Context: an optimization exercise on an open-source flow, tuned for small area, a short achievable clock period and few clock cycles per item. The choices shown serve that exercise and are no tape-out recipe. Function was checked by simulation only, so behaviour that the tests miss may differ from the original. Power figures rest on the tool's default switching activity, not on a simulated workload.

`design/flow/config.mk`:
```
export PLATFORM = sky130hd
export DESIGN_NAME = proof_emul
export DESIGN_NICKNAME = proof_emul
export VERILOG_FILES = /design/flow/design.v
export SDC_FILE = /design/flow/constraint.sdc
export NUM_CORES = 4
export LEC_CHECK = 0
export CAP_MARGIN = 20
export CORE_MARGIN = 2
export CORE_UTILIZATION = 40
export GPL_TIMING_DRIVEN = 0
export SLEW_MARGIN = 20
```
`design/flow/constraint.sdc`:
```
create_clock -name core_clock -period 17.5 [get_ports {clk_i}]
set_input_delay 3.5000 -clock core_clock [delete_from_list [all_inputs] [get_ports {clk_i}]]
set_output_delay 3.5000 -clock core_clock [all_outputs]
set_load 0.01 [all_outputs]
```
`design/flow/design.v`:
```
module proof_emul #(
  parameter int BMAX = 256
) (
  input  logic            clk_i,
  input  logic            arst_ni,
  input  logic            istr_i,
  input  logic [BMAX-1:0] modp_i,
  input  logic [BMAX-1:0] opa_i,
  input  logic [BMAX-1:0] opb_i,
  output logic            busy_o,
  output logic            vlid_o,
  output logic            ierr_o,
  output logic [BMAX-1:0] prod_o
);
  localparam int W  = 261;    
  localparam int WT = 263;    
  localparam int EW = 12;     
  logic [255:0] p_r, a_r;
  logic [257:0] b_r;
  logic [W-1:0] ss_r, sc_r;
  logic g4_r, g1_r;                
  logic ds1_r, ds2_r, dng_r;       
  logic qs1_r, qs2_r, qng_r;       
  logic rot_r;                     
  logic       busy_r, vlid_r;
  logic       m_norm, m_loop, m_res, m_rot;
  logic       first_r, cor_r;
  logic [7:0] j_r;                 
  logic [7:0] ka_r;                
  logic [6:0] sh_r;                
  logic [6:0] rc_r;                
  logic [WT-1:0] xs, ys, zd, mp, s1, c1, c1s, s2, c2;
  logic [WT-1:0] pw1, pw2;
  assign pw1 = {3'b0, p_r, 4'b0};
  assign pw2 = {2'b0, p_r, 5'b0};
  always_comb begin
    xs = '0;
    ys = '0;
    if (g4_r) begin
      xs = {ss_r, 2'b00};
      ys = {sc_r, 2'b00};
    end else if (g1_r) begin
      xs = {2'b00, ss_r};
      ys = {2'b00, sc_r};
    end
    xs[0] = xs[0] | dng_r;
    ys[0] = ys[0] | qng_r;
    zd = ({7'b0, a_r} & {WT{ds1_r}}) | ({6'b0, a_r, 1'b0} & {WT{ds2_r}});
    zd = zd ^ {WT{dng_r}};
    if (rot_r) zd[5:4] = ss_r[259:258];
    mp = (pw1 & {WT{qs1_r}}) | (pw2 & {WT{qs2_r}});
    mp = mp ^ {WT{qng_r}};
    s1  = xs ^ ys ^ zd;
    c1  = (xs & ys) | (xs & zd) | (ys & zd);
    c1s = {c1[WT-2:0], 1'b0};
    s2  = s1 ^ c1s ^ mp;
    c2  = (s1 & c1s) | (s1 & mp) | (c1s & mp);
  end
  always_ff @(posedge clk_i) begin
    ss_r <= s2[W-1:0];
    sc_r <= {c2[W-2:0], 1'b0};
  end
  logic [2:0] nwin;
  logic       nds1, nds2, ndng;
  assign nwin = b_r[255:253];
  assign nds1 = nwin[1] ^ nwin[0];
  assign nds2 = (nwin[2] & ~nwin[1] & ~nwin[0]) | (~nwin[2] & nwin[1] & nwin[0]);
  assign ndng = nwin[2] & ~(nwin[1] & nwin[0]);
  logic [EW-1:0] ea, eb, ec, ed, ee;
  logic [EW-1:0] ena;
  logic [EW-1:0] u1s, u1c, u2s, u2c, u3s, u3c;
  logic [12:0]   tx, ty;
  logic [12:0]   pe1, pe3;
  logic          ge3, ge1, gem1, gem3, ge3t, gem3t;
  logic          nqs1, nqs2, nqng;
  assign ea  = first_r ? '0 : ss_r[258:247];
  assign eb  = first_r ? '0 : sc_r[258:247];
  assign ec  = zd[260:249];
  assign ed  = mp[260:249];
  assign ena = (({7'b0, a_r[255:251]} & {EW{nds1}}) |
                ({6'b0, a_r[255:250]} & {EW{nds2}})) ^ {EW{ndng}};
  assign ee  = m_loop ? ena : '0;
  always_comb begin
    u1s = ea ^ eb ^ ec;
    u1c = ((ea & eb) | (ea & ec) | (eb & ec)) << 1;
    u2s = u1s ^ u1c ^ ed;
    u2c = ((u1s & u1c) | (u1s & ed) | (u1c & ed)) << 1;
    u3s = u2s ^ u2c ^ ee;
    u3c = ((u2s & u2c) | (u2s & ee) | (u2c & ee)) << 1;
  end
  assign tx = {u3s, 1'b0};
  assign ty = {u3c, 1'b0};
  assign pe1 = {4'b0, p_r[255:247]};
  assign pe3 = pe1 + {pe1[11:0], 1'b0};
  function automatic logic sgn3(input logic [12:0] x, input logic [12:0] y,
                                input logic [12:0] k);
    logic [12:0] s, c, g, p, gn, pn;
    s = x ^ y ^ k;
    c = ((x & y) | (x & k) | (y & k)) << 1;
    g = s & c;
    p = s ^ c;
    for (int d = 1; d < 13; d = d * 2) begin
      gn = g;
      pn = p;
      for (int i = d; i < 13; i++) begin
        gn[i] = g[i] | (p[i] & g[i-d]);
        pn[i] = p[i] & p[i-d];
      end
      g = gn;
      p = pn;
    end
    sgn3 = s[12] ^ c[12] ^ g[11];
  endfunction
  assign ge3  = ~sgn3(tx, ty, -pe3);
  assign ge1  = ~sgn3(tx, ty, -pe1);
  assign gem1 = ~sgn3(tx, ty, pe1);
  assign gem3 = ~sgn3(tx, ty, pe3);
  assign ge3t  = ge3 & ge1;
  assign gem3t = gem3 | gem1;
  assign nqs2 = ge3t | ~gem3t;
  assign nqs1 = (ge1 & ~ge3t) | (gem3t & ~gem1);
  assign nqng = ge1;
  always_ff @(posedge clk_i) begin
    if (istr_i) begin
      p_r <= modp_i;
      a_r <= opa_i;
    end else if (m_norm) begin
      p_r <= p_r << 2;
    end
    b_r <= istr_i ? {2'b00, opb_i} : (b_r << 2);
  end
  logic last_step, zero_next, neg_next, norm_done;
  assign last_step = (j_r == 8'd130);
  assign zero_next = (c2[W-2:0] == '0);
  assign neg_next  = s2[W-1];
  assign norm_done = (p_r[253:252] != 2'b00) || (sh_r == 7'd126);
  always_ff @(posedge clk_i or negedge arst_ni) begin
    if (!arst_ni) begin
      busy_r  <= 1'b0;
      vlid_r  <= 1'b0;
      m_norm  <= 1'b0;
      m_loop  <= 1'b0;
      m_res   <= 1'b0;
      m_rot   <= 1'b0;
      first_r <= 1'b0;
      cor_r   <= 1'b0;
      g4_r    <= 1'b0;
      g1_r    <= 1'b1;
      ds1_r   <= 1'b0;
      ds2_r   <= 1'b0;
      dng_r   <= 1'b0;
      qs1_r   <= 1'b0;
      qs2_r   <= 1'b0;
      qng_r   <= 1'b0;
      rot_r   <= 1'b0;
      j_r     <= '0;
      ka_r    <= '0;
      sh_r    <= '0;
      rc_r    <= '0;
    end else if (istr_i) begin
      busy_r  <= 1'b1;
      vlid_r  <= 1'b0;
      m_norm  <= ~(modp_i[255] | modp_i[254]);
      m_loop  <= modp_i[255] | modp_i[254];
      m_res   <= 1'b0;
      m_rot   <= 1'b0;
      first_r <= 1'b1;
      cor_r   <= 1'b0;
      g4_r    <= 1'b0;
      g1_r    <= 1'b0;
      ds1_r   <= (modp_i[255] | modp_i[254]) & opb_i[255];
      ds2_r   <= 1'b0;
      dng_r   <= 1'b0;
      qs1_r   <= 1'b0;
      qs2_r   <= 1'b0;
      qng_r   <= 1'b0;
      rot_r   <= 1'b0;
      j_r     <= '0;
      ka_r    <= '0;
      sh_r    <= '0;
      rc_r    <= '0;
    end else begin
      vlid_r <= 1'b0;
      if (m_norm) begin
        sh_r <= sh_r + 7'd1;
        ka_r <= ka_r + 8'd1;
        if (norm_done) begin
          m_norm <= 1'b0;
          m_loop <= 1'b1;
          ds1_r  <= nds1;
          ds2_r  <= nds2;
          dng_r  <= ndng;
        end
      end
      if (m_loop) begin
        first_r <= 1'b0;
        j_r     <= j_r + 8'd1;
        ka_r    <= ka_r + 8'd1;
        if (last_step) begin
          m_loop <= 1'b0;
          m_res  <= 1'b1;
          g4_r   <= 1'b0;
          g1_r   <= 1'b1;
          ds1_r  <= 1'b0;
          ds2_r  <= 1'b0;
          dng_r  <= 1'b0;
          qs1_r  <= ~gem1;
          qs2_r  <= 1'b0;
          qng_r  <= 1'b0;
          cor_r  <= ~gem1;
        end else begin
          g4_r   <= 1'b1;
          g1_r   <= 1'b0;
          ds1_r  <= nds1;
          ds2_r  <= nds2;
          dng_r  <= ndng;
          qs1_r  <= nqs1;
          qs2_r  <= nqs2;
          qng_r  <= nqng;
        end
      end
      if (m_res) begin
        if (qs1_r) begin
          qs1_r <= 1'b0;
        end else if (zero_next) begin
          if (neg_next && !cor_r) begin
            qs1_r <= 1'b1;
            cor_r <= 1'b1;
          end else begin
            m_res <= 1'b0;
            if (sh_r == 7'd0) begin
              busy_r <= 1'b0;
              vlid_r <= 1'b1;
            end else begin
              m_rot <= 1'b1;
              g4_r  <= 1'b1;
              g1_r  <= 1'b0;
              rot_r <= 1'b1;
              rc_r  <= 7'd127 - sh_r;
            end
          end
        end
      end
      if (m_rot) begin
        rc_r <= rc_r - 7'd1;
        if (rc_r == 7'd0) begin
          m_rot  <= 1'b0;
          busy_r <= 1'b0;
          vlid_r <= 1'b1;
          g4_r   <= 1'b0;
          g1_r   <= 1'b1;
          rot_r  <= 1'b0;
        end
      end
    end
  end
  assign busy_o = busy_r;
  assign vlid_o = vlid_r;
  assign prod_o = ss_r[259:4];
  logic       pev_r, aovf_r, bovf_r, adec_r, age_r, bdec_r, bge_r;
  logic [1:0] pp, ap, bp;
  logic       cmp_on;
  assign pp = p_r[8'd255 - {j_r[6:0], 1'b0} -: 2];
  assign ap = ka_r[7] ? 2'b00 : a_r[8'd255 - {ka_r[6:0], 1'b0} -: 2];
  assign bp = b_r[255:254];
  assign cmp_on = m_loop & ~j_r[7];
  always_ff @(posedge clk_i) begin
    if (istr_i) begin
      pev_r  <= ~modp_i[0];
      aovf_r <= 1'b0;
      bovf_r <= 1'b0;
      adec_r <= 1'b0;
      age_r  <= 1'b1;
      bdec_r <= 1'b0;
      bge_r  <= 1'b1;
    end else begin
      if (m_norm) begin
        aovf_r <= aovf_r | (ap != 2'b00);
        bovf_r <= bovf_r | (b_r[257:256] != 2'b00);
      end
      if (m_loop && first_r) bovf_r <= bovf_r | (b_r[257:256] != 2'b00);
      if (cmp_on) begin
        if (!adec_r && (ap != pp)) begin
          adec_r <= 1'b1;
          age_r  <= (ap > pp);
        end
        if (!bdec_r && (bp != pp)) begin
          bdec_r <= 1'b1;
          bge_r  <= (bp > pp);
        end
      end
    end
  end
  assign ierr_o = vlid_r & (pev_r | aovf_r | bovf_r | age_r | bge_r);
endmodule
```
`design/flow/flow/run.sh`:
```
#!/bin/bash
# Standard ORFS layout, with the port buffers made of buf_2 cells instead of the
# default cell that buffer_ports picks. Full make output goes to make_finish.log.
set -euo pipefail
export BUFFER_PORTS_ARGS="-buffer_cell sky130_fd_sc_hd__buf_2"
bash standard.sh finish > make_finish.log 2>&1
```
`design/flow/standard.sh`:
```
#!/bin/bash
# synth_recipe.tcl (not shown) runs the flow's synth.tcl, then flattens the netlist and writes it again
# the make line also repeats each setting of config.mk as NAME=value (left out here)
make -C /OpenROAD-flow-scripts/flow DESIGN_CONFIG=/design/flow/config.mk WORK_HOME=/design/flow/orfs CLKGATE_MAP_FILE= SYNTH_SCRIPT=/design/flow/synth_recipe.tcl "${@:-finish}"
```
==> impl_metrics.json, run 1 <==
{
  "status": "finished clean",
  "ys_warn_count": 1,
  "wl_mm": 331,
  "fin_crit_ns": 9.69,
  "intPower_mw": 9.25,
  "maxCapViolations": 0,
  "synthArstFlopShare_pct": 3.49,
  "synth_area_mm2": 0.0744,
  "die-area_mm2": 0.189,
  "grt_max_degree": 77,
  "grt_most_used_layer": "met2",
  "port-buffer-count": 1029,
  "slew_viol_final": 0,
  "multi_input_area_mm2": 0.0381,
  "total_power_mw": 16.0,
  "place_inst": 9089,
  "finalNonFillerCells": 9403,
  "end_kind": "register",
  "ys_ff_latch": 1345,
  "min_path_type": "register to register",
  "cts_resized": 0,
  "drt_iter0_markers": 6529,
  "synthDistinctLibCells": 61,
  "die_w_um": 435,
  "leakage_nw": 35.1,
  "path_clk_slew_ns": 0.06,
  "pwr-share-comb_pct": 48.2,
  "dr.pass1.iters": 6,
  "synth_top_area_cell": "dfxtp_1",
  "grt_setup_unrepaired": "false",
  "cts-root-buf": "clkbuf_16",
  "p_sw_mw": 6.70,
  "avgSynthCellArea_um2": 13.4,
  "fp.dieH_um": 435,
  "setup-violations-final": 0,
  "grt_usage_pct": 34.3,
  "clockPowerShare_pct": 21.3,
  "grt_pass1_vias": 55976,
  "worstSkewPairLatency_ns": 0.86,
  "fp.coreArea_mm2": 0.185,
  "use_met1_pct": 41.7,
  "yosysTopAreaCellShare_pct": 21.1,
  "synth.area.top_cells": "dfxtp_1 21%, edfxtp_1 21%, fa_1 16%",
  "fin_crit_sh_pct": 55.4,
  "post_cts_buffers": 0,
  "required_ns": 18.17,
  "grt-ovfl-total": 0,
  "place_congestion": 1.01,
  "maxSlewHeadroom_pct": 16.0,
  "wire_per_inst_um": 35.2,
  "seq_area_frac_synth_pct": 43.4,
  "viasPerCell": 5.90,
  "cp-start-kind": "register",
  "clock_sinks": 1345,
  "num-fill-cells": 16850,
  "skew_ns": 0.0539,
  "r2r_cells": 17,
  "grt_pass1_wl_mm": 450,
  "syn_nets": 6984,
  "hold_depth": 1,
  "hpwl_mm": 269,
  "timing.setup.tns_ns": 0,
  "drc_errors": 0,
  "peakVddDrop_uv": 124,
  "syn_to_final_growth_pct": 19.0,
  "worst-setup-path-type": "register to register",
  "seq_area_mm2": 0.0323,
  "io_pins": 1030,
  "crit_path_max_fanout": 10,
  "fin_nets": 8192,
  "swShare_pct": 42.0,
  "synth_cells": 5561,
  "timing.hold.ws_ns": 0.449,
  "tritoncts": "yes",
  "power_density_mw_per_mm2": 180,
  "worstPathArrival_ns": 10.35,
  "worst_pin_slew_ns": 1.26,
  "fp-row-count": 158,
  "initial_core_util_pct": 40.2,
  "ys.flop_type": "dfxtp_1",
  "met3_usage_pct": 8.08,
  "fin_util_pct": 47.8,
  "layout-drive-gt1-share_pct": 33.2,
  "hold_viol_final": 0,
  "power_frac_seq_pct": 30.5,
  "h-tree-depth": 4,
  "grtUsageMet2_pct": 53.8,
  "cts_hold_buf": 0,
  "layout_commonest_cell": "buf_2",
  "drtAntennaViolNets": 0,
  "clk_path_buf_depth": 3,
  "max_freq_ghz": 0.103,
  "numCtsBuffers": 156,
  "vias": 55458,
  "most-common-layout-cells": "1063 x buf_2, 785 x dfxtp_1, 579 x fa_1",
  "antenna_found_initial": 65,
  "synth_edf_count": 513
}
## area by class of cell
cell class                 count  area share (%)
clock buffer                 225            5.11
clock inverter                68           0.829
inverter                     134           0.568
tap                         2480            3.51
multi-input combinational   3422            43.1
antenna                       19          0.0537
timing repair buffer        1050            6.38
sequential                  1345            36.5
buffer                       660            3.99
## worst paths after layout
kind | start | endpoint | slack [ns]
max | g4_r$_DFF_PN0_ | busy_r$_DFF_PN0_ | 7.81
max in group asynchronous | arst_ni | j_r[1]$_DFFE_PN0N_ | 14.24
min reg2reg | b_r[59]$_DFF_P_ | b_r[61]$_DFF_P_ | 0.45
min | b_r[59]$_DFF_P_ | b_r[61]$_DFF_P_ | 0.45
min in group asynchronous | arst_ni | busy_r$_DFF_PN0_ | 2.70
max reg2reg | g4_r$_DFF_PN0_ | busy_r$_DFF_PN0_ | 7.81
## synthesized netlist by cell type (25+ instances only)
library cell	instances
clkbuf_1	315
dfxtp_1	785
buf_2	25
mux2_2	502
buf_1	61
nand2_1	76
xor2_1	42
nand2b_1	25
nor4_1	76
inv_1	132
o21ai_0	42
ha_1	73
dfrtp_1	46
nor2_1	70
mux4_2	164
a21oi_1	35
nand4_1	27
xnor2_1	544
fa_1	579
a22o_1	499
buf_4	258
a22oi_1	533
edfxtp_1	513
## cells by family after synthesis
| logic type | count (synthesis) | synth area share (%) |
|---|---|---|
| buf+inv | 794 | 5.36 |
| fa+ha+maj | 655 | 16.9 |
| flops | 1345 | 43.4 |
| simple gates | 343 | 2.40 |
| xor+xnor | 589 | 6.99 |
| compound gates | 1166 | 12.4 |
| mux | 669 | 12.6 |
## stage by stage
stage	area, um^2	setup slack, ns
finish	88500	7.81
global route	88500	7.98
CTS	88400	8.61
detailed placement	83200	8.69
global placement	82600	0.634
floorplan	74400	9.61
## registers in the layout (all words and copies together) (netlist names), 7 cells and up
name  count
rc_r      7
sh_r      7
j_r       8
a_r     256
ka_r      8
b_r     258
sc_r    260
ss_r    261
p_r     256
## per-layer routing
| metal | wire length [um] | part of all wire, % |
|---|---|---|
| met1 | 122000 | 37 |
| met2 | 151000 | 46 |
| met3 | 30000 | 9.1 |
| met4 | 27800 | 8.4 |
| met5 | 228 | 0.069 |
## critical path, stage by stage, from the launching register on
cell,delay [ns]
dfrtp_1,0.36
clkbuf_1,0.29
nor2b_1,0.19
clkbuf_1,0.78
clkbuf_1,0.55
clkbuf_1,0.75
clkbuf_1,0.60
a22o_1,0.25
fa_1,0.44
fa_1,0.42
nor4_1,0.95
nand4_1,0.37
nor4_1,1.02
nand4_1,0.36
nor4_1,0.90
nand2_1,0.12
a21oi_1,0.99
nor2_1,0.11
## power by group through the flow
stage,combinational [mW],sequential [mW],clock (mW)
after global placement,7.41,4.89,0
final,7.70,4.86,3.39
after detailed placement,7.54,4.87,0
after CTS,7.61,4.82,3.42
after floorplan,4.90,4.47,0
after global routing,8.34,4.89,3.54
Testbench counts, summed over its fixed seeds: cycles 26,287, items 192.
==> inputs of run 2 (changes only) <==
==> design/flow/run.sh (new file) <==
#!/bin/bash
# synth_recipe.tcl (not shown) runs the flow's synth.tcl, then flattens the netlist and writes it again
# the make line also repeats each setting of config.mk as NAME=value (left out here)
make -C /OpenROAD-flow-scripts/flow DESIGN_CONFIG=/design/flow/config.mk WORK_HOME=/design/flow/orfs CLKGATE_MAP_FILE= SYNTH_SCRIPT=/design/flow/synth_recipe.tcl finish
removed: design/flow/flow/run.sh
removed: design/flow/standard.sh
==> impl_metrics.json, run 2 <==
{
  "regMostFlops": "ss_r",
  "fin_nets": 8194,
  "final.setup.worst_slack_ns": 8.81,
  "hold_start": "b_r[43]$_DFF_P_",
  "dpl_worst_slack_ns": 8.43,
  "maxSlewHeadroom_pct": 10.1,
  "tritoncts": "yes",
  "grt_max_degree": 81,
  "r2r_start": "g4_r$_DFF_PN0_",
  "worst_pin_slew_ns": 1.35,
  "grt_pass1_vias": 56048,
  "largest_register_ffs": 261,
  "worstSkewPairLatency_ns": 0.85,
  "layout_commonest_cell": "clkdlybuf4s50_1",
  "yosysMostFrequentCell": "dfxtp_1",
  "fp-row-count": 158,
  "ys_ff_latch": 1345,
  "synthTopCellsByCount": "785 x dfxtp_1, 579 x fa_1, 544 x xnor2_1",
  "vias": 55019,
  "required_ns": 18.18,
  "fp.coreArea_mm2": 0.185,
  "antenna_found_initial": 45,
  "wire_per_inst_um": 35.5,
  "grt_pass1_wl_mm": 454,
  "peakVddDrop_uv": 155,
  "crit_path_max_fanout": 10,
  "clk_path_buf_depth": 3,
  "syn_nets": 6984,
  "slew_viol_final": 0,
  "viasPerCell": 5.86,
  "ys.flop_type": "dfxtp_1",
  "wl_mm": 334,
  "cts_hold_buf": 0,
  "cp-start-kind": "register",
  "port-buffer-count": 1029,
  "hold_viol_final": 0,
  "worst-setup-path-type": "register to register",
  "hpwl_mm": 272,
  "grt_setup_unrepaired": "false",
  "synth_cells": 5561,
  "timing.setup.tns_ns": 0,
  "drc_errors": 0,
  "place_congestion": 0.993,
  "skew_ns": 0.0471,
  "path_clk_slew_ns": 0.07,
  "end_kind": "register",
  "grt-ovfl-total": 0,
  "synth_area_mm2": 0.0744,
  "syn_to_final_growth_pct": 26.2,
  "cts_resized": 0,
  "min_path_type": "register to register",
  "fin_crit_ns": 8.69,
  "worstPathArrival_ns": 9.37,
  "setup-violations-final": 0,
  "dr.pass1.iters": 8,
  "avgSynthCellArea_um2": 13.4,
  "clock_sinks": 1345,
  "drtAntennaViolNets": 0,
  "layout-drive-gt1-share_pct": 18.4,
  "fin_crit_sh_pct": 49.7,
  "max_freq_ghz": 0.115,
  "status": "finished clean",
  "die_w_um": 435,
  "power_density_mw_per_mm2": 176,
  "seq_area_frac_synth_pct": 43.4,
  "h-tree-depth": 4,
  "numCtsBuffers": 158,
  "synth.area.top_cells": "dfxtp_1 21%, edfxtp_1 21%, fa_1 16%",
  "leakage_nw": 35.2,
  "die-area_mm2": 0.189,
  "synthDistinctLibCells": 61,
  "yosysTopAreaCellShare_pct": 21.1,
  "synth_top_area_cell": "dfxtp_1",
  "maxCapViolations": 0,
  "io_pins": 1030,
  "largestRegisters": "ss_r: 261 flops, sc_r: 260 flops, b_r: 258 flops",
  "crit_start": "g4_r$_DFF_PN0_",
  "grt_usage_pct": 34.5,
  "fp.dieH_um": 435,
  "ys_warn_count": 1,
  "post_cts_buffers": 0,
  "drt_iter0_markers": 6238,
  "synth_edf_count": 513,
  "most-common-layout-cells": "1027 x clkdlybuf4s50_1, 785 x dfxtp_1, 579 x fa_1",
  "cts-root-buf": "clkbuf_16",
  "synthArstFlopShare_pct": 3.49,
  "initial_core_util_pct": 40.2
}
[run 2: cell counts after synthesis]
Identical to the previous run, type by type.
[run 2: worst max-delay path, stage by stage (launching register included)]
cell	delay (ns)
dfrtp_1	0.36
clkbuf_1	0.28
nor2b_1	0.18
clkbuf_1	0.75
clkbuf_1	0.49
clkbuf_1	0.71
clkbuf_1	0.56
a22o_1	0.26
fa_1	0.44
fa_1	0.44
nor4_1	0.82
nand4_1	0.33
nor4_1	1.00
nand4_1	0.37
nor4_2	0.67
nand2_1	0.11
a21oi_1	0.64
nor2_1	0.10
[run 2: final timing paths]
kind | end | slack, ns | cells after the start
worst max-delay path | busy_r$_DFF_PN0_ | 8.81 | 17
worst min-delay path | b_r[45]$_DFF_P_ | 0.45 | 1
worst max register to register | busy_r$_DFF_PN0_ | 8.81 | 17
worst min register to register | b_r[45]$_DFF_P_ | 0.45 | 1
max in group asynchronous | g1_r$_DFF_PN1_ | 14.51 | 2
min in group asynchronous | busy_r$_DFF_PN0_ | 2.48 | 1
[run 2: cell type report]
type	instances	area, um^2
Fill cell	16417	91200
Multi-Input combinational cell	3422	38100
Sequential cell	1345	32300
Timing Repair Buffer	1050	10800
Clock buffer	214	4520
Buffer	660	3530
Tap cell	2480	3100
Clock inverter	81	1010
Inverter	134	503
Antenna cell	6	15.0
[run 2: cell families after synthesis]
kind of cell    count (synthesis)  synth area share [%]
mux                           669                  12.6
flops                        1345                  43.4
buf+inv                       794                  5.36
compound gates               1166                  12.4
xor+xnor                      589                  6.99
simple gates                  343                  2.40
fa+ha+maj                     655                  16.9
[run 2: per-layer routing]
metal,track usage [%],part of all wire [%]
met1,42.1,37
met2,54.3,46
met3,8.06,9.0
met4,23.7,8.2
met5,0,0.063
[run 2: report_power, final]
group	leakage [nW]	total [mW]	internal [mW]	switching [mW]
sequential	12.3	4.85	4.07	0.778
combinational	20.3	8.11	3.65	4.46
clock	2.71	3.55	2.06	1.48
total	35.2	16.5	9.79	6.72
[run 2: metrics by stage]
stage,util (%),total power [mW],hold slack (ns),instances,instance area (um^2)
floorplan,-,9.37,0.432,5561,74400
global placement,47.4,12.7,0.437,9070,87800
detailed placement,47.7,12.8,0.441,9090,88300
CTS,50.7,16.4,0.451,9385,93800
global route,50.7,17.3,0.461,9387,93900
finish,50.7,16.5,0.448,9392,93900
==> inputs of run 3 (changes only) <==
--- a/design/flow/config.mk
+++ b/design/flow/config.mk
@@ -8,5 +8,4 @@
 export CAP_MARGIN = 20
 export CORE_MARGIN = 2
 export CORE_UTILIZATION = 40
-export GPL_TIMING_DRIVEN = 0
 export SLEW_MARGIN = 20
==> impl_metrics.json, run 3 <==
{
  "worst-setup-path-type": "register to register",
  "fin_crit_sh_pct": 41.8,
  "cts_hold_buf": 0,
  "cts-root-buf": "clkbuf_16",
  "worstSkewPairLatency_ns": 0.82,
  "worstPathArrival_ns": 8.00,
  "skew_ns": 0.0330,
  "fin_crit_ns": 7.31,
  "layout_commonest_cell": "clkdlybuf4s50_1",
  "initial_core_util_pct": 40.2,
  "wire_per_inst_um": 30.0,
  "use_met1_pct": 33.3,
  "yosysTopAreaCellShare_pct": 21.1,
  "syn_nets": 6984,
  "leakage_nw": 33.3,
  "tritoncts": "yes",
  "yosysMostFrequentCell": "dfxtp_1",
  "peakVddDrop_uv": 144,
  "clk_path_buf_depth": 3,
  "cts_resized": 0,
  "grt_pass1_vias": 52320,
  "wl_mm": 264,
  "numCtsBuffers": 156,
  "seq_area_frac_synth_pct": 43.4,
  "placed_area_mm2": 0.0849,
  "met3_usage_pct": 6.61,
  "regMostFlops": "ss_r",
  "num-fill-cells": 16418,
  "synthTopCellsByCount": "785 x dfxtp_1, 579 x fa_1, 544 x xnor2_1",
  "die_w_um": 435,
  "largestRegisters": "ss_r: 261 flops, sc_r: 260 flops, b_r: 258 flops",
  "synth_edf_count": 513,
  "vias": 50353,
  "place_congestion": 0.926,
  "drtAntennaViolNets": 0,
  "grt_max_degree": 150,
  "clock_sinks": 1345,
  "most-common-layout-cells": "1027 x clkdlybuf4s50_1, 785 x dfxtp_1, 579 x fa_1",
  "end_kind": "register",
  "synth_cells": 5561,
  "port-buffer-count": 1029,
  "crit_path_max_fanout": 63,
  "largest_register_ffs": 261,
  "drt_iter0_markers": 4483,
  "ys_ff_latch": 1345,
  "grt_usage_pct": 27.4,
  "post_cts_buffers": 0,
  "ys.flop_type": "dfxtp_1",
  "final_area_mm2": 0.0903,
  "r2r_slack_ns": 10.19,
  "slew_viol_final": 0,
  "seq_area_mm2": 0.0323,
  "hold_viol_final": 0,
  "io_pins": 1030,
  "maxSlewHeadroom_pct": 25.4,
  "avgSynthCellArea_um2": 13.4,
  "fp.coreArea_mm2": 0.185,
  "synth.area.top_cells": "dfxtp_1 21%, edfxtp_1 21%, fa_1 16%",
  "dr.pass1.iters": 6,
  "layout-drive-gt1-share_pct": 15.9,
  "max_freq_ghz": 0.137,
  "setup-violations-final": 0,
  "hpwl_mm": 207,
  "maxCapViolations": 0,
  "grt-ovfl-total": 0,
  "multi_input_area_mm2": 0.0382,
  "synth_area_mm2": 0.0744,
  "antenna_found_initial": 92,
  "fp-row-count": 158,
  "fp.dieH_um": 435,
  "grt_most_used_layer": "met2",
  "grt_pass1_wl_mm": 378,
  "grt_setup_unrepaired": "false",
  "status": "finished clean",
  "drc_errors": 0,
  "fin_nets": 7575,
  "worst_pin_slew_ns": 1.12,
  "cp-start-kind": "register",
  "die-area_mm2": 0.189,
  "syn_to_final_growth_pct": 21.4,
  "grtUsageMet2_pct": 45.4,
  "h-tree-depth": 4,
  "synthDistinctLibCells": 61,
  "viasPerCell": 5.72,
  "power_density_mw_per_mm2": 170,
  "timing.setup.tns_ns": 0,
  "path_clk_slew_ns": 0.06,
  "min_path_type": "register to register",
  "required_ns": 18.19,
  "synth_top_area_cell": "dfxtp_1",
  "synthArstFlopShare_pct": 3.49,
  "ys_warn_count": 1
}
-- run 3: cell counts after synthesis --
Identical to the previous run, type by type.
-- run 3: report_power, final --
part | internal [mW] | total (mW) | switching [mW]
clock network | 1.93 | 3.36 | 1.43
logic | 3.25 | 7.04 | 3.79
registers | 4.07 | 4.93 | 0.859
total | 9.25 | 15.3 | 6.08
-- run 3: kinds of logic (layout without fill, tap and decap cells) --
kind of cell	Yosys count	after routing	share of synthesized area [%]
multiplexers	669	669	12.6
other	0	36	0
flip-flops	1345	1345	43.4
adder cells (fa/ha/maj)	655	655	16.9
AND/OR/NAND/NOR	343	343	2.40
XOR/XNOR	589	589	6.99
AO/OA/AOI/OAI	1166	1166	12.4
buffers and inverters	794	1516	5.36
-- run 3: path summary, 6_finish.rpt --
check                            startpoint                   to  depth (start not counted)
setup / recovery            qs1_r$_DFF_PN0_  rc_r[5]$_DFFE_PN0P_                         14
hold / removal             b_r[207]$_DFF_P_     b_r[209]$_DFF_P_                          1
setup reg to reg            qs1_r$_DFF_PN0_  rc_r[5]$_DFFE_PN0P_                         14
hold reg to reg            b_r[207]$_DFF_P_     b_r[209]$_DFF_P_                          1
max in group asynchronous           arst_ni  ka_r[1]$_DFFE_PN0P_                          2
min in group asynchronous           arst_ni    ds1_r$_DFFE_PN0P_                          2
-- run 3: area by class of cell --
| class | count | area share (%) |
|---|---|---|
| inverter | 134 | 0.557 |
| clock inverter | 65 | 0.762 |
| clock buffer | 224 | 5.06 |
| tap | 2480 | 3.44 |
| multi-input combinational | 3422 | 42.3 |
| timing repair buffer | 1093 | 12.0 |
| sequential | 1345 | 35.8 |
| antenna | 36 | 0.0998 |
-- run 3: per-stage QoR --
step	instances	worst slack (ns)	utilization, %	power (mW)	hold slack, ns
floorplan	5561	9.61	-	9.37	0.432
global placement	8473	9.91	45.9	11.8	0.437
detailed placement	8473	9.84	45.9	12.0	0.442
CTS	8762	10.04	48.7	15.4	0.439
global route	8793	9.90	48.8	16.3	0.457
finish	8799	10.19	48.8	15.3	0.443
-- run 3: worst max-delay path, stage by stage (launching register included) --
cell and delay (ns):
dfrtp_4 0.75, buf_4 0.65, buf_4 0.52, buf_4 0.64
a22oi_1 0.22, xnor2_1 0.21, fa_1 0.48, nor4_1 0.82
nand4_1 0.37, nor4_4 0.79, nand4_1 0.28, nor4_1 0.41
nand3_1 0.34, and2_1 0.28, o31a_1 0.26
-- run 3: metal layers --
| layer | vias to the layer above | wire length (um) |
|---|---|---|
| li1 | 21479 | - |
| met1 | 26073 | 102000 |
| met2 | 2229 | 128000 |
| met3 | 536 | 19600 |
| met4 | 36 | 14800 |
| met5 | - | 213 |

re-timing with driven ports:
Ports are ideal in the flow. The routed layouts listed here were re-timed in OpenROAD. Step 1: set_driving_cell puts a clkbuf_16 on clk_i and a buf_2 on each other input, an assumption about the parent block. Step 2 moves the port delays by t, midway between the first and last clock arrival at a register: inputs arrive t later, outputs are due t later. That takes back most of the time a late clock gives input paths. Three values: ideal, step 1, step 2; two values: the first two.
run | shift t [ns] | slack for setup (ns) | worst hold slack (ns)
run 1 | 0.923 | 7.813 / 7.813 / 7.813 | 0.449 / 0.449 / 0.449
run 2 | 0.924 | 8.811 / 8.811 / 8.417 | 0.448 / 0.448 / 0.448
run 3 | 0.893 | 10.189 / 10.189 / 9.838 | 0.443 / 0.443 / 0.443
After both steps setup and hold are still met in every run listed. The setup slack of run 2, which loses most, moves by 0.000 ns with the drivers and by -0.394 ns with both steps.
